Background: an optimization exercise with open tools, aiming at small area. Do not read the settings as production practice.
The RTL was checked by simulation tests, not by an equivalence proof against the original design.
Power is estimated from default activity; no workload was simulated.

==> flow/design.v <==
`default_nettype none
package sketch_pkg;
        localparam int KMER_W = 98;
        localparam int TAP_W  = 80;
        localparam int ROW_W  = 64;
        localparam int CNT_W  = 2;
        localparam int SIG_W  = 32;
        localparam int POS_LSB = 90;
        localparam int POS_LIMIT = 212;
        typedef logic [KMER_W-1:0] kmer_t;
        typedef logic [TAP_W-1:0]  taps_t;
        typedef logic [7:0]        pos_t;
        typedef logic [ROW_W-1:0]  row_t;
        typedef logic [6:0]        row_addr_t;      
        typedef logic [4:0]        cnt_idx_t;       
        typedef logic [5:0]        bit_off_t;
        typedef logic [SIG_W-1:0]  sig_t;
        localparam row_addr_t ADDR_SEED = 7'b0101101;
        localparam cnt_idx_t  IDX_SEED1 = 5'b00101;
        localparam cnt_idx_t  IDX_SEED2 = 5'b11001;
        localparam cnt_idx_t  IDX_SEED3 = 5'b01101;
        localparam cnt_idx_t  IDX_SEED4 = 5'b01011;
        localparam logic [7*7-1:0] ADDR_TAPS = {7'd5, 7'd20, 7'd45, 7'd67, 7'd17, 7'd72, 7'd36};
        localparam logic [4*5*7-1:0] IDX_TAPS = {
                7'd15, 7'd51, 7'd25, 7'd50, 7'd31,
                7'd9,  7'd44, 7'd58, 7'd13, 7'd66,
                7'd40, 7'd24, 7'd55, 7'd20, 7'd60,
                7'd15, 7'd30, 7'd5,  7'd61, 7'd45
        };
endpackage
`default_nettype wire
`timescale 1ns/1ps
`default_nettype none
module kmer_hash (
        input  wire logic                  clk,
        input  wire logic                  reset,
        input  wire logic                  en_hash,
        input  wire sketch_pkg::taps_t     taps,
        output sketch_pkg::row_addr_t      hash_addr,
        output sketch_pkg::cnt_idx_t       hash_idx1,
        output sketch_pkg::cnt_idx_t       hash_idx2,
        output sketch_pkg::cnt_idx_t       hash_idx3,
        output sketch_pkg::cnt_idx_t       hash_idx4
);
        sketch_pkg::taps_t     mixed;
        sketch_pkg::row_addr_t next_addr;
        sketch_pkg::cnt_idx_t  next_idx [4];
        assign mixed = taps ^ {taps[sketch_pkg::TAP_W-2:0], 1'b0};
        always_comb begin
                for (int i = 0; i < 7; i++) begin
                        next_addr[6 - i] = mixed[sketch_pkg::ADDR_TAPS[(6 - i) * 7 +: 7]];
                end
        end
        always_comb begin
                for (int n = 0; n < 4; n++) begin
                        for (int i = 0; i < 5; i++) begin
                                next_idx[n][4 - i] = mixed[sketch_pkg::IDX_TAPS[(19 - 5 * n - i) * 7 +: 7]];
                        end
                end
        end
        always_ff @(posedge clk or negedge reset) begin
                if (!reset) begin
                        hash_addr <= sketch_pkg::ADDR_SEED;
                        hash_idx1 <= sketch_pkg::IDX_SEED1;
                        hash_idx2 <= sketch_pkg::IDX_SEED2;
                        hash_idx3 <= sketch_pkg::IDX_SEED3;
                        hash_idx4 <= sketch_pkg::IDX_SEED4;
                end else if (en_hash) begin
                        hash_addr <= next_addr;
                        hash_idx1 <= next_idx[0];
                        hash_idx2 <= next_idx[1];
                        hash_idx3 <= next_idx[2];
                        hash_idx4 <= next_idx[3];
                end
        end
endmodule
`default_nettype wire
`timescale 1ns/1ps
`default_nettype none
module row_capture (
        input  wire logic                  clk,
        input  wire logic                  reset,
        input  wire logic                  en_hash,
        input  wire logic                  read_add,
        input  wire logic                  get_row,
        input  wire sketch_pkg::pos_t      position,
        input  wire sketch_pkg::row_addr_t hash_addr,
        input  wire sketch_pkg::cnt_idx_t  hash_idx1,
        input  wire sketch_pkg::cnt_idx_t  hash_idx2,
        input  wire sketch_pkg::cnt_idx_t  hash_idx3,
        input  wire sketch_pkg::cnt_idx_t  hash_idx4,
        input  wire sketch_pkg::row_t      row_rd1,
        input  wire sketch_pkg::row_t      row_rd2,
        input  wire sketch_pkg::row_t      row_rd3,
        input  wire sketch_pkg::row_t      row_rd4,
        input  wire sketch_pkg::row_t      bucket_rd,
        output sketch_pkg::row_addr_t      row_addr,
        output sketch_pkg::row_addr_t      bucket_addr,
        output sketch_pkg::row_t           cap_row1,
        output sketch_pkg::row_t           cap_row2,
        output sketch_pkg::row_t           cap_row3,
        output sketch_pkg::row_t           cap_row4,
        output sketch_pkg::row_t           cap_bucket,
        output sketch_pkg::bit_off_t       bit_off1,
        output sketch_pkg::bit_off_t       bit_off2,
        output sketch_pkg::bit_off_t       bit_off3,
        output sketch_pkg::bit_off_t       bit_off4
);
        sketch_pkg::sig_t sig_q;
        always_ff @(posedge clk or negedge reset) begin
                if (!reset) begin
                        row_addr    <= '0;
                        bucket_addr <= '0;
                        sig_q       <= '0;
                end else begin
                        if (en_hash || read_add) begin
                                row_addr <= hash_addr;       
                        end
                        if (read_add) begin
                                bucket_addr <= position[7:1];    
                                sig_q <= sketch_pkg::sig_t'({hash_addr, hash_idx1, hash_idx2,
                                                             hash_idx3, hash_idx4});
                        end
                end
        end
        always_ff @(posedge clk or negedge reset) begin
                if (!reset) begin
                        cap_row1 <= '0;
                        cap_row2 <= '0;
                        cap_row3 <= '0;
                        cap_row4 <= '0;
                        bit_off1 <= '0;
                        bit_off2 <= '0;
                        bit_off3 <= '0;
                        bit_off4 <= '0;
                end else if (get_row) begin
                        cap_row1 <= row_rd1;
                        cap_row2 <= row_rd2;
                        cap_row3 <= row_rd3;
                        cap_row4 <= row_rd4;
                        bit_off1 <= {hash_idx1, 1'b0};   
                        bit_off2 <= {hash_idx2, 1'b0};
                        bit_off3 <= {hash_idx3, 1'b0};
                        bit_off4 <= {hash_idx4, 1'b0};
                end
        end
        always_ff @(posedge clk or negedge reset) begin
                if (!reset) begin
                        cap_bucket <= '0;
                end else if (get_row) begin
                        if (!position[0]) begin
                                cap_bucket <= {sig_q, bucket_rd[sketch_pkg::SIG_W-1:0]};
                        end else begin
                                cap_bucket <= {bucket_rd[sketch_pkg::ROW_W-1 -: sketch_pkg::SIG_W],
                                               sig_q};
                        end
                end
        end
endmodule
`default_nettype wire
`timescale 1ns/1ps
`default_nettype none
module counter_writeback (
        input  wire logic                  clk,
        input  wire logic                  reset,
        input  wire logic                  set_row,
        input  wire sketch_pkg::pos_t      position,
        input  wire sketch_pkg::row_t      cap_row1,
        input  wire sketch_pkg::row_t      cap_row2,
        input  wire sketch_pkg::row_t      cap_row3,
        input  wire sketch_pkg::row_t      cap_row4,
        input  wire sketch_pkg::row_t      cap_bucket,
        input  wire sketch_pkg::bit_off_t  bit_off1,
        input  wire sketch_pkg::bit_off_t  bit_off2,
        input  wire sketch_pkg::bit_off_t  bit_off3,
        input  wire sketch_pkg::bit_off_t  bit_off4,
        output sketch_pkg::row_t           row_wr1,
        output sketch_pkg::row_t           row_wr2,
        output sketch_pkg::row_t           row_wr3,
        output sketch_pkg::row_t           row_wr4,
        output sketch_pkg::row_t           bucket_wr
);
        logic wr_ok;
        function automatic sketch_pkg::row_t bump(input sketch_pkg::row_t orig,
                                                  input sketch_pkg::bit_off_t off);
                logic [sketch_pkg::CNT_W-1:0] cnt;
                sketch_pkg::row_t             res;
                cnt = orig[off +: sketch_pkg::CNT_W];
                if (cnt != '1) begin
                        cnt = cnt + 1'b1;
                end
                res = orig;
                res[off +: sketch_pkg::CNT_W] = cnt;     
                bump = res;
        endfunction
        assign wr_ok = set_row && (position < sketch_pkg::POS_LIMIT);
        always_ff @(posedge clk or negedge reset) begin
                if (!reset) begin
                        row_wr1   <= '0;
                        row_wr2   <= '0;
                        row_wr3   <= '0;
                        row_wr4   <= '0;
                        bucket_wr <= '0;
                end else if (wr_ok) begin
                        row_wr1   <= bump(cap_row1, bit_off1);
                        row_wr2   <= bump(cap_row2, bit_off2);
                        row_wr3   <= bump(cap_row3, bit_off3);
                        row_wr4   <= bump(cap_row4, bit_off4);
                        bucket_wr <= cap_bucket;         
                end
        end
endmodule
`default_nettype wire
`timescale 1ns/1ps
`default_nettype none
module sketch_top (
        input  wire logic                  clk,
        input  wire logic                  reset,
        input  wire logic                  en_hash,
        input  wire logic                  read_add,
        input  wire logic                  get_row,
        input  wire logic                  set_row,
        input  wire sketch_pkg::kmer_t     kmer,
        input  wire sketch_pkg::row_t      row_rd1,
        input  wire sketch_pkg::row_t      row_rd2,
        input  wire sketch_pkg::row_t      row_rd3,
        input  wire sketch_pkg::row_t      row_rd4,
        input  wire sketch_pkg::row_t      bucket_rd,
        output sketch_pkg::row_addr_t      row_addr,
        output sketch_pkg::row_addr_t      bucket_addr,
        output sketch_pkg::row_t           row_wr1,
        output sketch_pkg::row_t           row_wr2,
        output sketch_pkg::row_t           row_wr3,
        output sketch_pkg::row_t           row_wr4,
        output sketch_pkg::row_t           bucket_wr
);
        sketch_pkg::taps_t     taps;
        sketch_pkg::pos_t      position;
        sketch_pkg::row_addr_t hash_addr;
        sketch_pkg::cnt_idx_t  hash_idx1, hash_idx2, hash_idx3, hash_idx4;
        sketch_pkg::row_t      cap_row1, cap_row2, cap_row3, cap_row4;
        sketch_pkg::row_t      cap_bucket;
        sketch_pkg::bit_off_t  bit_off1, bit_off2, bit_off3, bit_off4;
        assign taps     = kmer[sketch_pkg::TAP_W-1:0];
        assign position = kmer[sketch_pkg::KMER_W-1:sketch_pkg::POS_LSB];
        kmer_hash u_hash (
                .clk       (clk),
                .reset     (reset),
                .en_hash   (en_hash),
                .taps      (taps),
                .hash_addr (hash_addr),
                .hash_idx1 (hash_idx1),
                .hash_idx2 (hash_idx2),
                .hash_idx3 (hash_idx3),
                .hash_idx4 (hash_idx4)
        );
        row_capture u_capture (
                .clk         (clk),
                .reset       (reset),
                .en_hash     (en_hash),
                .read_add    (read_add),
                .get_row     (get_row),
                .position    (position),
                .hash_addr   (hash_addr),
                .hash_idx1   (hash_idx1),
                .hash_idx2   (hash_idx2),
                .hash_idx3   (hash_idx3),
                .hash_idx4   (hash_idx4),
                .row_rd1     (row_rd1),
                .row_rd2     (row_rd2),
                .row_rd3     (row_rd3),
                .row_rd4     (row_rd4),
                .bucket_rd   (bucket_rd),
                .row_addr    (row_addr),
                .bucket_addr (bucket_addr),
                .cap_row1    (cap_row1),
                .cap_row2    (cap_row2),
                .cap_row3    (cap_row3),
                .cap_row4    (cap_row4),
                .cap_bucket  (cap_bucket),
                .bit_off1    (bit_off1),
                .bit_off2    (bit_off2),
                .bit_off3    (bit_off3),
                .bit_off4    (bit_off4)
        );
        counter_writeback u_writeback (
                .clk        (clk),
                .reset      (reset),
                .set_row    (set_row),
                .position   (position),
                .cap_row1   (cap_row1),
                .cap_row2   (cap_row2),
                .cap_row3   (cap_row3),
                .cap_row4   (cap_row4),
                .cap_bucket (cap_bucket),
                .bit_off1   (bit_off1),
                .bit_off2   (bit_off2),
                .bit_off3   (bit_off3),
                .bit_off4   (bit_off4),
                .row_wr1    (row_wr1),
                .row_wr2    (row_wr2),
                .row_wr3    (row_wr3),
                .row_wr4    (row_wr4),
                .bucket_wr  (bucket_wr)
        );
endmodule
`default_nettype wire
==> flow/run.sh <==
#!/bin/bash
# synth_recipe.tcl (not shown) runs the flow's synth.tcl, then flattens the netlist and writes it again
# the make line also repeats each setting of config.mk as NAME=value (left out here)
make -C /OpenROAD-flow-scripts/flow DESIGN_CONFIG=/design/flow/config.mk WORK_HOME=/design/flow/orfs CLKGATE_MAP_FILE= SYNTH_SCRIPT=/design/flow/synth_recipe.tcl finish
==> flow/config.mk <==
export PLATFORM = sky130hd
export DESIGN_NAME = sketch_top
export DESIGN_NICKNAME = sketch_top
export VERILOG_FILES = /design/flow/design.v
export SDC_FILE = /design/flow/constraint.sdc
export NUM_CORES = 4
export LEC_CHECK = 0
export CAP_MARGIN = 20
export CORE_MARGIN = 2
export CORE_UTILIZATION = 40
export SLEW_MARGIN = 20
==> flow/constraint.sdc <==
create_clock -name core_clock -period 4.0 [get_ports {clk}]
set_input_delay 0.8000 -clock core_clock [delete_from_list [all_inputs] [get_ports {clk}]]
set_output_delay 0.8000 -clock core_clock [all_outputs]
set_load 0.01 [all_outputs]
==> notes.md <==
==> sequential cells by signal, summed over array words and instances (netlist names), 6 cells and up <==
signal,count
u_capture.row_addr,7
u_writeback.row_wr1,64
u_capture.bucket_addr,7
u_writeback.bucket_wr,64
u_capture.cap_row4,64
u_capture.cap_row1,64
u_writeback.row_wr2,64
u_hash.hash_addr,6
u_capture.cap_bucket,64
u_capture.cap_row2,64
u_writeback.row_wr4,64
u_capture.sig_q,25
u_writeback.row_wr3,64
u_capture.cap_row3,64
==> cell families after synthesis <==
family                   after synthesis
adder cells (fa/ha/maj)               11
AND/OR/NAND/NOR                     1063
flip-flops                           723
AO/OA/AOI/OAI                        452
XOR/XNOR                              30
multiplexers                         438
buffers and inverters                253
==> per-layer routing <==
layer / GRT usage [%] / vias to the layer above
li1: - / 12000
met1: 36.0 / 14000
met2: 47.6 / 1193
met3: 6.37 / 196
met4: 9.37 / 10
met5: 0 / -
==> final timing paths <==
path	depth (start not counted)	slack, ns	to
min in group core_clock	2	0.47	u_writeback.bucket_wr[24]
max in group asynchronous	2	2.74	u_capture.cap_bucket[52]
min reg2reg	2	0.47	u_writeback.bucket_wr[24]
min	1	0.14	u_writeback.row_wr2[40]
max	9	0.57	u_writeback.row_wr3[17]
max reg2reg	9	0.57	u_writeback.row_wr3[17]
==> synth_stat cells (all sizes together), types with 4 or more instances <==
library cell and count:
dfstp 15, mux2i 53, o22ai 29, xnor2 26, nor4 5, dfrtp 708, and3 23, mux2 305
o31ai 17, nor2 120, o21a 5, inv 20, nand2 423, or2 100, a22oi 19, nand4 34
a211oi 6, clkbuf 173, nand3b 13, o311ai 10, nor3 13, buf 58, ha 11, and4 4
o211ai 209, o21ai 37, nand2b 6, nor3b 5, xor2 4, o31a 4, and2 15, mux4 80
nor2b 9, nand4b 23, a21oi 109, nand3 262
==> through the flow <==
step | hold WS (ns) | cells | util [%] | worst slack, ns
finish | 0.144 | 4772 | 54.2 | 0.573
floorplan | 0.440 | 2970 | - | 1.12
global route | 0.156 | 4771 | 54.2 | 0.382
CTS | 0.157 | 4755 | 54.1 | 0.635
detailed placement | 0.457 | 4608 | 50.8 | 0.482
global placement | 0.451 | 4608 | 50.8 | 0.549
==> where the power goes <==
group | switching [mW] | internal, mW | total (mW)
Sequential | 1.03 | 8.40 | 9.42
Clock | 3.21 | 4.41 | 7.62
Combinational | 3.23 | 2.91 | 6.14
==> area by class of cell <==
type	count	area (µm²)	area share [%]
sequential	723	18100	40.6
multi-input combinational	1994	14300	32.0
tap	1070	1340	3.00
antenna	17	42.5	0.0953
clock inverter	26	299	0.670
inverter	22	82.6	0.185
timing repair buffer	799	8050	18.0
clock buffer	121	2420	5.42
==> results.py <==
metrics = {
    "yosys": {
        "synth_mux_area_share_pct": 17.3,
        "syn_nets": 3405,
        "synth_ff_type": "dfrtp_1",
        "avgSynthCellArea_um2": 11.2,
        "synthAdderAreaFrac_pct": 0.412,
        "synth_top_family_by_area": "multiplexers",
        "synth_top_cell_by_area": "dfrtp_1",
        "yosys.area.top_type_share_pct": 53.1,
        "ys_warn_count": 4,
        "ys_ff_latch": 723,
        "synth.area.top_cells": "dfrtp_1 (53%), mux2_2 (10%), mux4_2 (5.4%), nand2_1 (4.8%), o211ai_1 (4.7%)",
        "ys_seq_area_share_pct": 54.3,
        "synth_xor_area_share_pct": 0.787,
        "synth-edff-count": 0,
        "synth-simple-area-share_pct": 15.2,
        "syn_inst": 2970,
        "syn_area_um2": 33400,
        "synth.distinct_cells": 51,
        "synth-compound-area-share_pct": 9.04,
        "synth-async-reset-ratio_pct": 100,
    },
    "drt": {
        "routed_via_density": 5.75,
        "wl_met2_um": 61300,
        "routedLengthMet1_um": 48900,
        "maxUsedRoutingLayer": "met5",
        "firstDrtPassIters": 6,
        "met3_length_um": 9330,
        "antenna_left": 0,
        "vias": 27400,
        "dr.first_iter.drc_count": 2328,
        "routed_wl_um": 123000,
        "drc": 0,
        "drt-wirelength-per-cell_um": 25.9,
    },
    "layout": {
        "final_common_cell": "dfrtp_1",
        "drive_above_1_share_pct": 20.1,
        "fillers": 7028,
        "num-nets-final": 4057,
        "syn2layout_area_growth_pct": 33.8,
        "final_area_um2": 44600,
        "mostFrequentLayoutCells": "dfrtp_1 (707), clkdlybuf4s50_1 (702), nand2_1 (422)",
    },
    "clocking": {
        "htreeDepth": 3,
        "clk_pin_slew_ns": 0.06,
        "cts.hold.buffers_added": 0,
        "postCtsResizedCells": 0,
        "cts.root.buffer_cell": "clkbuf_16",
        "cts_num_sinks": 723,
        "clockBufferDepth": 3,
        "cts_tree": "built",
        "insertion_delay_ns": 0.65,
        "cts_buffers": 82,
        "cts_setup_buffers": 0,
    },
    "placed_design": {
        "placed_area_um2": 41900,
        "port_buffers": 707,
        "dp_hpwl_um": 90200,
        "gp_congestion": 0.895,
    },
    "setup_path": {
        "critical_path_class": "register to register",
        "critPathLaunchType": "register",
        "crit_path_frequent_cell": "ha_1",
        "crit_path_max_fanout": 11,
        "crit_start": "u_capture.bit_off3[2]",
        "critPathMaxStageDelay_ns": 0.58,
        "cpLargestDelayFamily": "simple AND/OR/NAND/NOR gates",
        "rr_startpoint": "u_capture.bit_off3[2]",
        "crit_path_top_delay_cell": "ha_1",
        "crit_arrival_ns": 3.98,
        "cp_cell_sequence": "clkinv_1 > ha_1 > nand2b_1 > nor2_1 > ha_1 > and3_1 > nand4b_1 > or2_2 > o211ai_1",
        "required_ns": 4.55,
        "path_buf_inv": 1,
        "end_kind": "register",
    },
    "flow_run": {
        "drv_cap": 0,
    },
    "power_and_ir_drop": {
        "p_leak_nw": 18.1,
        "peakVddDrop_mv": 0.347,
        "pwr_density_cell_nw_per_um2": 519,
        "power.total_mw": 23.2,
    },
    "global_route": {
        "grt_max_degree": 204,
        "grt-ovfl-total": 0,
        "grt_antenna_before_repair": 22,
        "grt_pass1_wl_um": 183000,
        "grt_pass1_vias": 27900,
        "grt_use_total_pct": 28.3,
    },
    "sta": {
        "period_needed_ns": 3.43,
        "maxSlewHeadroom_pct": 23.3,
        "final-hold-violation-count": 0,
        "clock.fmax_mhz": 292,
        "tns_ns": 0,
        "rsz0062_at_grt": "no",
        "setup_viol": 0,
        "tightest_slew_ns": 1.15,
        "maxSlewViolCount": 0,
        "timing.final.crit_share_pct": 85.7,
        "skew_ns": 0.0377,
    },
    "floorplan": {
        "coreArea_um2": 82400,
        "initial_core_util_pct": 40.5,
        "dieArea_um2": 85700,
        "die_h_um": 293,
        "die_w_um": 293,
        "row_count": 105,
        "pin_count": 758,
    },
    "hold_path": {
        "min_path_type": "primary input to asynchronous set/reset pin",
    },
    "outcome": {
        "status": "timing/DRC/antenna clean",
    },
}

port drivers added, routing unchanged:
No port has a modelled driver above. Below, the same layout with a new extraction and two added sets of constraints.
Step 1: set_driving_cell puts a clkbuf_16 on clk and a buf_2 on each other input, an assumption about the parent block.
Step 2, shift: input delay + t, output delay - t, t = (earliest + latest rising clock arrival at the registers) / 2. This alone moves slack from input paths to output paths.
a / b / c = ideal ports / drivers / drivers and shift; a / b = the first two.
t (ns): 0.695
setup WS [ns]: 0.573 / 0.573 / 0.259
worst slew at a driven data input, ns: 0.13
pins driven straight from the clock port: 1
After both steps setup and hold are still met in this run. The setup slack of this run moves by 0.000 ns with the drivers and by -0.314 ns with both steps.
